Source: an optimization exercise on an open RTL-to-GDS flow (aim: small area and a short achievable clock period). Production flows keep margins and buffers that such runs may drop.
At most, simulation tests tie the RTL to the original design; equivalence was not proved.
The clock port is modelled as an ideal driver; clocking choices that lean on that would not hold on a real chip.
Power and IR drop assume default switching activity.

== job 3178 ==
## dda_move_engine
module dda_move_engine #(
  parameter int          NUM_AXES     = 2,
  parameter int          BUFFER_DEPTH = 4,
  parameter int          DUR_WIDTH    = 64,
  parameter int          ACC_WIDTH    = 64,
  parameter int          DIV_WIDTH    = 24,
  parameter logic [63:0] THRESHOLD    = 64'h7fffffffffffff9b,
  parameter int          STEP_HOLD    = 8
) (
  input  logic                            clk,
  input  logic                            resetn,
  input  logic [DIV_WIDTH-1:0]            clock_divisor,
  input  logic                            wr_valid,
  output logic                            wr_ready,
  input  logic [DUR_WIDTH-1:0]            wr_duration,
  input  logic [NUM_AXES-1:0]             wr_dir,
  input  logic [NUM_AXES*ACC_WIDTH-1:0]   wr_increment,
  input  logic [NUM_AXES*ACC_WIDTH-1:0]   wr_incinc,
  input  logic                            abort,
  output logic [NUM_AXES-1:0]             step,
  output logic [NUM_AXES-1:0]             dir,
  output logic                            busy,
  output logic                            move_done,
  output logic [$clog2(BUFFER_DEPTH):0]   buffer_count
);
Size: ~1800 flip-flops, ~360 I/O pins.
==> flow/config.mk <==
export PLATFORM = sky130hd
export DESIGN_NAME = dda_move_engine
export DESIGN_NICKNAME = dda_move_engine
export VERILOG_FILES = /design/flow/design.v
export SDC_FILE = /design/flow/constraint.sdc
export NUM_CORES = 4
export LEC_CHECK = 0
export CAP_MARGIN = 20
export CORE_MARGIN = 2
export CORE_UTILIZATION = 40
export SETUP_SLACK_MARGIN = 5
export SLEW_MARGIN = 20
export TNS_END_PERCENT = 100
==> flow/constraint.sdc <==
create_clock -name core_clock -period 10.0 [get_ports {clk}]
set_input_delay 2.0000 -clock core_clock [delete_from_list [all_inputs] [get_ports {clk}]]
set_output_delay 2.0000 -clock core_clock [all_outputs]
set_load 0.01 [all_outputs]
run.sh (not shown) runs the stock make flow with config.mk's settings and CLKGATE_MAP_FILE= SYNTH_SCRIPT=/design/flow/synth_recipe.tcl, a recipe that flattens the netlist after the stock synthesis.
Setup changes, job 3178 to job 8065
Settings: removing TNS_END_PERCENT (formerly 100); removing SETUP_SLACK_MARGIN (formerly 5).
==> flow/flow/run.sh (new file) <==
#!/bin/bash
# Standard layout (the standard.sh) with a tighter setup-repair target,
# smaller port buffers and a clock tree without dummy loads.
export SETUP_SLACK_MARGIN=5.6
export BUFFER_PORTS_ARGS="-buffer_cell sky130_fd_sc_hd__buf_1"
export CTS_ARGS="-sink_clustering_enable -repair_clock_nets -dont_use_dummy_load"
bash standard.sh > standard.log 2>&1
==> flow/standard.sh (new file) <==
#!/bin/bash
# synth_recipe.tcl (not shown) runs the flow's synth.tcl, then flattens the netlist and writes it again
# the make line also repeats each setting of config.mk as NAME=value (left out here)
make -C /OpenROAD-flow-scripts/flow DESIGN_CONFIG=/design/flow/config.mk WORK_HOME=/design/flow/orfs CLKGATE_MAP_FILE= SYNTH_SCRIPT=/design/flow/synth_recipe.tcl "${@:-finish}"
removed: flow/run.sh
## What came out
- Across both runs, sequential share of power was higher for job 8065 than for job 3178.
- Critical path depth: job 8065 vs job 3178 up 1
- Job 3178 has a higher final cycle utilization of the critical path than job 8065.
- For the switching power as a share of total power, job 8065 came in 0.34 points higher than job 3178 did.
- Layout clock buffer count ends up lower on job 8065.
- Status: global-route usage parity (job 8065, job 3178)
- Delta(post-layout instance area, job 8065 - job 3178) < 0
- Compared with job 3178, job 8065 shows a higher average detailed-routed wire length per instance.
- Compared to job 3178, job 8065 shows a wider setup margin.
- When job 8065 is set beside job 3178, its initial antenna violation count turns out to be 37 larger.
## Diff of input files: job 956 against job 8065
diff --git a/flow/flow/run.sh b/flow/flow/run.sh
--- a/flow/flow/run.sh
+++ b/flow/flow/run.sh
@@ -5,3 +5,3 @@
 export BUFFER_PORTS_ARGS="-buffer_cell sky130_fd_sc_hd__buf_1"
-export CTS_ARGS="-sink_clustering_enable -repair_clock_nets -dont_use_dummy_load"
+export CTS_ARGS="-sink_clustering_enable -repair_clock_nets -dont_use_dummy_load -sink_clustering_size 24 -sink_clustering_max_diameter 100"
 bash standard.sh > standard.log 2>&1
Findings:
Job 956 | stages: all done | timing, DRC, antenna: all pass
NOTE worst-case vdd ir drop job 8065->job 956 increased by more than 10%
Looking at number of buffers created by CTS, job 956 sits 52% below job 8065.
Compared with job 8065, job 956 shows a lower diode insertion count for antenna repair.
Relative to job 8065, routed wire length has decreased by 0.67% in job 956.
Job 956: utilization of the core after routing 1.2 points below job 8065
Job 956 against job 8065: power lost 6.8%; first-pass GRT wire length lost 3100 µm.

* * *

Another version of the RTL of dda_move_engine (not shown whole).
For scale: roughly 5700 cells after synthesis.
Design dda_move_engine, start of the top module:
module dda_move_engine #(
  parameter int          NUM_AXES     = 2,
  parameter int          BUFFER_DEPTH = 4,
  parameter int          DUR_WIDTH    = 64,
  parameter int          ACC_WIDTH    = 64,
  parameter int          DIV_WIDTH    = 24,
  parameter logic [63:0] THRESHOLD    = 64'h7fffffffffffff9b,
  parameter int          STEP_HOLD    = 8
) (
  input  logic                            clk,
  input  logic                            resetn,
  input  logic [DIV_WIDTH-1:0]            clock_divisor,
  input  logic                            wr_valid,
  output logic                            wr_ready,
  input  logic [DUR_WIDTH-1:0]            wr_duration,
  input  logic [NUM_AXES-1:0]             wr_dir,
  input  logic [NUM_AXES*ACC_WIDTH-1:0]   wr_increment,
  input  logic [NUM_AXES*ACC_WIDTH-1:0]   wr_incinc,
  input  logic                            abort,
  output logic [NUM_AXES-1:0]             step,
  output logic [NUM_AXES-1:0]             dir,
  output logic                            busy,
  output logic                            move_done,
  output logic [$clog2(BUFFER_DEPTH):0]   buffer_count
);
  localparam int PTR_W  = $clog2(BUFFER_DEPTH);
  localparam int CNT_W  = PTR_W + 1;
  localparam int HOLD_W = $clog2(STEP_HOLD + 1);
  localparam logic [ACC_WIDTH-1:0] THR  = THRESHOLD[ACC_WIDTH-1:0];
  localparam logic [ACC_WIDTH-1:0] NTHR = -THR;
  logic                          s_load, s_run, tick;
  logic [DUR_WIDTH-1:0]          mem_dur    [BUFFER_DEPTH];
  logic [NUM_AXES-1:0]           mem_dir    [BUFFER_DEPTH];
  logic [NUM_AXES*ACC_WIDTH-1:0] mem_inc    [BUFFER_DEPTH];
  logic [NUM_AXES*ACC_WIDTH-1:0] mem_incinc [BUFFER_DEPTH];
  ...
==> flow/config.mk <==
export PLATFORM = sky130hd
export DESIGN_NAME = dda_move_engine
export DESIGN_NICKNAME = dda_move_engine
export VERILOG_FILES = /design/flow/design.v
export SDC_FILE = /design/flow/constraint.sdc
export NUM_CORES = 4
export LEC_CHECK = 0
export CAP_MARGIN = 20
export CORE_MARGIN = 2
export CORE_UTILIZATION = 40
export SLEW_MARGIN = 20
==> flow/constraint.sdc <==
create_clock -name core_clock -period 10.0 [get_ports {clk}]
set_input_delay 2.0000 -clock core_clock [delete_from_list [all_inputs] [get_ports {clk}]]
set_output_delay 2.0000 -clock core_clock [all_outputs]
set_load 0.01 [all_outputs]
standard.sh (not shown) runs the stock make flow with config.mk's settings and CLKGATE_MAP_FILE= SYNTH_SCRIPT=/design/flow/synth_recipe.tcl, a recipe that flattens the netlist after the stock synthesis.
==> flow/flow/run.sh <==
#!/bin/bash
# Standard layout (the standard.sh) with a tighter setup-repair target,
# smaller port buffers, a clock tree without dummy loads, and one extra
# repair pass after CTS for the port-to-port path (flow/post_cts.tcl).
export SETUP_SLACK_MARGIN=5.6
export BUFFER_PORTS_ARGS="-buffer_cell sky130_fd_sc_hd__buf_1"
export CTS_ARGS="-sink_clustering_enable -repair_clock_nets -dont_use_dummy_load -sink_clustering_size 24 -sink_clustering_max_diameter 100"
export POST_CTS_TCL="$(pwd)/flow/post_cts.tcl"
bash standard.sh > standard.log 2>&1
==> flow/flow/post_cts.tcl <==
# One extra setup-repair pass aimed at the combinational port-to-port path
# (abort -> wr_ready): the output budget is tightened for this pass only and
# restored to the design's constraint before the design is written.
log_cmd set_output_delay 2.4 -clock core_clock [all_outputs]
log_cmd repair_timing -setup -setup_margin $::env(SETUP_SLACK_MARGIN) -sequence "unbuffer,sizeup,swap" -skip_last_gasp -verbose
log_cmd set_output_delay 2.0 -clock core_clock [all_outputs]
set result [catch { detailed_placement } msg]
if { $result != 0 } {
  error "Detailed placement failed after the extra repair: $msg"
}
check_placement -verbose
log_cmd estimate_parasitics -placement
report_worst_slack -max
The starting point went through all stages and came out clean.
Rerun with:
--- a/flow/flow/run.sh
+++ b/flow/flow/run.sh
@@ -3,2 +3 @@
-# smaller port buffers, a clock tree without dummy loads, and one extra
-# repair pass after CTS for the port-to-port path (flow/post_cts.tcl).
+# smaller port buffers and a clock tree without dummy loads.
@@ -8 +6,0 @@
-export POST_CTS_TCL="$(pwd)/flow/post_cts.tcl"
--- a/flow/config.mk
+++ b/flow/config.mk
@@ -10,0 +11 @@
+export PLACE_DENSITY = 0.8
removed: flow/flow/post_cts.tcl
The new run ran to the end with no violations. Setup slack loses 0.015 ns. Synthesized area does not change. Via count went up by 3.6%.
Rerun with:
--- a/flow/config.mk
+++ b/flow/config.mk
@@ -10,2 +10 @@
-export CORE_UTILIZATION = 40
-export PLACE_DENSITY = 0.8
+export CORE_UTILIZATION = 35
=>
- design area rose by about 0.8%
- area after synthesis is unchanged
- cell count rose by 4.0%
- non-clock buffer count rose by 8
- total power stays flat
- first-iteration DRC count fell by 21%
- core utilization fell by 5.1 points
- setup slack gets better by 0.018 ns
- wire length rose by about 2.3%
- global-route usage fell by 1.9 points
Rerun with:
--- a/flow/config.mk
+++ b/flow/config.mk
@@ -10 +10,2 @@
-export CORE_UTILIZATION = 35
+export CORE_UTILIZATION = 40
+export GPL_TIMING_DRIVEN = 0
Cell area is higher by 1.9%.
Via count is higher by 6.5%.
Global-route usage is higher by 7.0 points.
Clock power stays flat.
Worst setup slack degrades by 0.14 ns.
Maximum frequency is lower by 3.1%.
Clock-buffer cell count is lower by 3.
Function was not checked in any run of this note: the RTL went through the layout flow alone.

* * *

## indigo
Another version of the RTL of dda_move_engine (not shown whole).
For scale: ~5,800 cells after synthesis, ~1,800 flip-flops.
==> flow/config.mk <==
export PLATFORM = sky130hd
export DESIGN_NAME = dda_move_engine
export DESIGN_NICKNAME = dda_move_engine
export VERILOG_FILES = /design/flow/design.v
export SDC_FILE = /design/flow/constraint.sdc
export NUM_CORES = 4
export LEC_CHECK = 0
export CAP_MARGIN = 20
export CORE_MARGIN = 2
export CORE_UTILIZATION = 50
export SLEW_MARGIN = 20
==> flow/constraint.sdc <==
create_clock -name core_clock -period 10.0 [get_ports {clk}]
set_input_delay 2.0000 -clock core_clock [delete_from_list [all_inputs] [get_ports {clk}]]
set_output_delay 2.0000 -clock core_clock [all_outputs]
set_load 0.01 [all_outputs]
==> flow/flow/run.sh <==
#!/bin/bash
# Standard layout (the standard.sh) with a tighter setup-repair target,
# smaller port buffers and a clock tree without dummy loads.
export SETUP_SLACK_MARGIN=5.6
export BUFFER_PORTS_ARGS="-buffer_cell sky130_fd_sc_hd__buf_1"
export CTS_ARGS="-sink_clustering_enable -repair_clock_nets -dont_use_dummy_load -sink_clustering_size 24 -sink_clustering_max_diameter 100"
bash standard.sh > standard.log 2>&1
## Diff of input files: xenon against indigo
# indigo
export LEC_CHECK = 0
export CAP_MARGIN = 20
export CORE_MARGIN = 2
export CORE_UTILIZATION = 50
export SLEW_MARGIN = 20
create_clock -name core_clock -period 10.0 [get_ports {clk}]
# xenon
export LEC_CHECK = 0
export CAP_MARGIN = 20
export CORE_MARGIN = 2
export CORE_UTILIZATION = 40
export SLEW_MARGIN = 20
create_clock -name core_clock -period 10.0 [get_ports {clk}]
xenon finished every stage and its layout cleared the timing, DRC and antenna checks. xenon against indigo; number of clock buffer instances in the layout is up by a few percent. Comparing indigo against xenon, there is no change at all in number of buffers inserted by hold repair at cts. ~same count of nets after finishing in xenon and indigo. xenon: number of CTS-inserted buffers 6 above indigo. The utilization in xenon sits 10 points below the value recorded for indigo. Against indigo, via count of the routed design in xenon rose slightly.
#### Input delta (tundra over xenon)
diff --git a/flow/flow/run.sh b/flow/flow/run.sh
--- a/flow/flow/run.sh
+++ b/flow/flow/run.sh
@@ -4 +4 @@
-export SETUP_SLACK_MARGIN=5.6
+export SETUP_SLACK_MARGIN=6.0
Findings:
Routed length per placed instance, xenon and tundra, lower one = xenon. Measured against each other, xenon and tundra differ in sequential portion of the cell area, the lower figure coming from tundra. Count of nets left with antenna violations after detail routing delta (xenon -> tundra): insignificant. Maximum VDD drop ends up higher on xenon. Global-route usage for tundra is higher than for xenon. Final hold slack: xenon vs tundra, no meaningful difference.
diff inputs: tundra => violet
==> flow/flow/run.sh <==
#!/bin/bash
# Standard layout (the standard.sh) with a tighter setup-repair target,
# smaller port buffers and a clock tree without dummy loads.
export SETUP_SLACK_MARGIN=5.6
export BUFFER_PORTS_ARGS="-buffer_cell sky130_fd_sc_hd__buf_1"
export CTS_ARGS="-sink_clustering_enable -repair_clock_nets -dont_use_dummy_load -sink_clustering_size 30 -sink_clustering_max_diameter 80"
bash standard.sh > standard.log 2>&1
Results
violet against tundra: count of clock buffers in the final design up 7.6%, net switching component of the power down 0.19 mW, design area down 1.1%, routed length on met1 down 0.80%. The lower clock network area share of violet and tundra is in tundra. When violet is measured against tundra, its total power of the final layout turns out 1.4% lower. Sort violet and tundra by post-synthesis to final-layout area growth asc -> top: violet. Summary: via count, violet better than tundra. Diff tundra -> violet | cell count | down slightly.

* * *

build 74:
dda_move_engine, a different RTL version from the one above (not shown whole).
For scale: roughly 6400 cells after synthesis, roughly 1800 flip-flops, about 360 I/O pins, ~87000 sq um of cells after synthesis.
clock: 10.0 ns
lec_check: 0
cap_margin: 20
core_margin: 2
core_utilization: 40
slew_margin: 20
run.sh (not shown) runs the stock make flow with config.mk's settings and CLKGATE_MAP_FILE= SYNTH_SCRIPT=/design/flow/synth_recipe.tcl, a recipe that flattens the netlist after the stock synthesis.
Stock flow here: none of the scripts above is used.
No stage failed in build 74, and the final checks on the layout all came back clean.
### build 74 -> build 41
- putting SETUP_SLACK_MARGIN at 5 where nothing was set
- putting TNS_END_PERCENT at 100 where nothing was set
- putting CTS_CLUSTER_SIZE at 30 where nothing was set
- putting CTS_BUF_LIST at sky130_fd_sc_hd__clkbuf_4 sky130_fd_sc_hd__clkbuf_8 where nothing was set
[summary]
Build 41 does worse than build 74 on net switching power of the design.
When build 41 is measured against build 74, its switching share of power turns out 0.17 points higher.
Routed metal-1 wirelength: build 41 vs build 74 — no meaningful difference
Amount of wire on met3 after detailed routing (build 74 / build 41): 0.845
The run showing the smaller clock latency on the worst-skew pair is build 74.
Build 41 supports a higher top clock frequency than build 74.
[diff] worst setup slack, build 41 relative to build 74: improvement
Build 41 against build 74: multi-input combinational cell area picked up an extra 760 sq um; final area picked up an extra about 1.3%; count of plain and timing-repair buffers in the layout picked up an extra about 11%.
Inputs modified between build 41 and build 76:
- CTS_BUF_LIST no longer set, was sky130_fd_sc_hd__clkbuf_4 sky130_fd_sc_hd__clkbuf_8
- CTS_CLUSTER_SIZE no longer set, was 30
[summary]
Build 76 vs. build 41: combinational power about even; total chip power went up; wire length of the first global-routing pass decreased by 1.0% relative to the old numbers; final routed wirelength across all metal layers went down about 0.9%.

* * *

Setup of run A:
RTL: one of the versions met above, not the one the previous note started from.
Size: roughly 80000 um2 of cells after synthesis.
==> flow/config.mk <==
export PLATFORM = sky130hd
export DESIGN_NAME = dda_move_engine
export DESIGN_NICKNAME = dda_move_engine
export VERILOG_FILES = /design/flow/design.v
export SDC_FILE = /design/flow/constraint.sdc
export NUM_CORES = 4
export LEC_CHECK = 0
export CAP_MARGIN = 20
export CORE_MARGIN = 2
export CORE_UTILIZATION = 40
export SLEW_MARGIN = 20
==> flow/constraint.sdc <==
create_clock -name core_clock -period 10.0 [get_ports {clk}]
set_input_delay 2.0000 -clock core_clock [delete_from_list [all_inputs] [get_ports {clk}]]
set_output_delay 2.0000 -clock core_clock [all_outputs]
set_load 0.01 [all_outputs]
standard.sh (not shown) runs the stock make flow with config.mk's settings and CLKGATE_MAP_FILE= SYNTH_SCRIPT=/design/flow/synth_recipe.tcl, a recipe that flattens the netlist after the stock synthesis.
==> flow/flow/run.sh <==
#!/bin/bash
# Standard layout (the standard.sh) with a tighter setup-repair target,
# smaller port buffers and a clock tree without dummy loads.
export SETUP_SLACK_MARGIN=5.6
export BUFFER_PORTS_ARGS="-buffer_cell sky130_fd_sc_hd__buf_1"
export CTS_ARGS="-sink_clustering_enable -repair_clock_nets -dont_use_dummy_load -sink_clustering_size 20 -sink_clustering_max_diameter 100"
bash standard.sh > standard.log 2>&1
#### Input delta (run B over run A)
-- flow/flow/run.sh --
<<< run A, line 6
export CTS_ARGS="-sink_clustering_enable -repair_clock_nets -dont_use_dummy_load -sink_clustering_size 20 -sink_clustering_max_diameter 100"
>>> run B, line 6
export CTS_ARGS="-sink_clustering_enable -repair_clock_nets -dont_use_dummy_load -sink_clustering_size 24 -sink_clustering_max_diameter 100"
Notes after the runs:
Relative to run A, maximum vdd ir drop has gone down in run B.
Compared run B against run A; storage element area within noise.
Run B vs run A: met3 layer usage reported by global route down in run B
From run A to run B, sequential cell count did not move at all.
Part of the power in the clock network (run B over run A): decrease, 0.8 points
Relative area change from synthesis to final layout delta for run B relative to run A: 0.48 points lower
Any difference in period utilization between run A and run B is small enough to ignore.
Changes in run C relative to run B:
-- flow/flow/run.sh --
<<< run B, line 4
export SETUP_SLACK_MARGIN=5.6
>>> run C, line 4
export SETUP_SLACK_MARGIN=6.0
## What came out
Run C: flow completed, timing, DRC and antenna clean. Re core outline area: no difference whatsoever between run C and run B. Run C vs. run B: met3 layer usage reported by global route grew by 0.20 points, sequential share of layout area moved down.
No functional check of the RTL was part of any run of this note.

what the ideal ports hide:
Ports are ideal in the flow. The routed layouts listed here were re-timed in OpenROAD. Step 1: set_driving_cell puts a clkbuf_16 on clk and a buf_2 on each other input, an assumption about the parent block. Step 2 times the ports against the registers' clock, not the clock port: input delays grow and output delays shrink by t, the midpoint of the rising clock arrivals with the driver on. Three values: no drivers, after step 1, after step 2; two values: the first two.
| run | t, ns | setup slack, ns | hold WS [ns] | worst setup path after step 2 | worst slew at a driven data input, ns |
|---|---|---|---|---|---|
| job 3178 | 0.926 | 5.157 / 5.124 / 4.424 | 0.455 / 0.455 / 0.455 | input to register | 0.21 |
| job 8065 | 0.892 | 5.589 / 5.545 / 5.128 | 0.454 / 0.454 / 0.454 | input to register | 0.27 |
| job 956 | 0.825 | 5.590 / 5.546 / 5.139 | 0.455 / 0.455 / 0.455 | input to register | 0.24 |
| the first run of note 2 | 0.810 | 5.582 / 5.538 / 4.915 | 0.456 / 0.456 / 0.456 | input to register | 0.23 |
| the second run of note 2 | 0.813 | 5.567 / 5.521 / 4.968 | 0.402 / 0.402 / 0.402 | input to register | 0.23 |
| the third run of note 2 | 0.816 | 5.585 / 5.541 / 4.882 | 0.456 / 0.456 / 0.456 | input to register | 0.25 |
| the fourth run of note 2 | 0.829 | 5.442 / 5.387 / 5.387 | 0.460 / 0.460 / 0.460 | input to output | 0.21 |
| indigo | 0.784 | 5.593 / 5.559 / 5.026 | 0.468 / 0.468 / 0.468 | input to register | 0.30 |
| xenon | 0.819 | 5.635 / 5.573 / 4.969 | 0.464 / 0.464 / 0.464 | input to register | 0.28 |
| tundra | 0.835 | 5.690 / 5.566 / 5.244 | 0.461 / 0.461 / 0.461 | input to register | 0.30 |
| violet | 0.818 | 5.627 / 5.486 / 5.004 | 0.463 / 0.463 / 0.463 | input to register | 0.26 |
| build 74 | 0.931 | 4.020 / 4.020 / 4.020 | 0.479 / 0.479 / 0.479 | register to register | 0.14 |
| build 41 | 1.116 | 5.103 / 5.103 / 4.205 | 0.474 / 0.474 / 0.474 | input to register | 0.16 |
| build 76 | 0.936 | 5.146 / 5.123 / 4.373 | 0.480 / 0.480 / 0.480 | input to register | 0.14 |
| run A | 0.815 | 5.587 / 5.542 / 4.924 | 0.454 / 0.454 / 0.454 | input to register | 0.24 |
| run B | 0.815 | 5.584 / 5.539 / 4.907 | 0.456 / 0.456 / 0.456 | input to register | 0.21 |
| run C | 0.822 | 5.581 / 5.536 / 5.217 | 0.454 / 0.454 / 0.454 | input to register | 0.24 |
After both steps setup and hold are still met in every run listed. The setup slack of build 41, which loses most, moves by 0.000 ns with the drivers and by -0.898 ns with both steps.
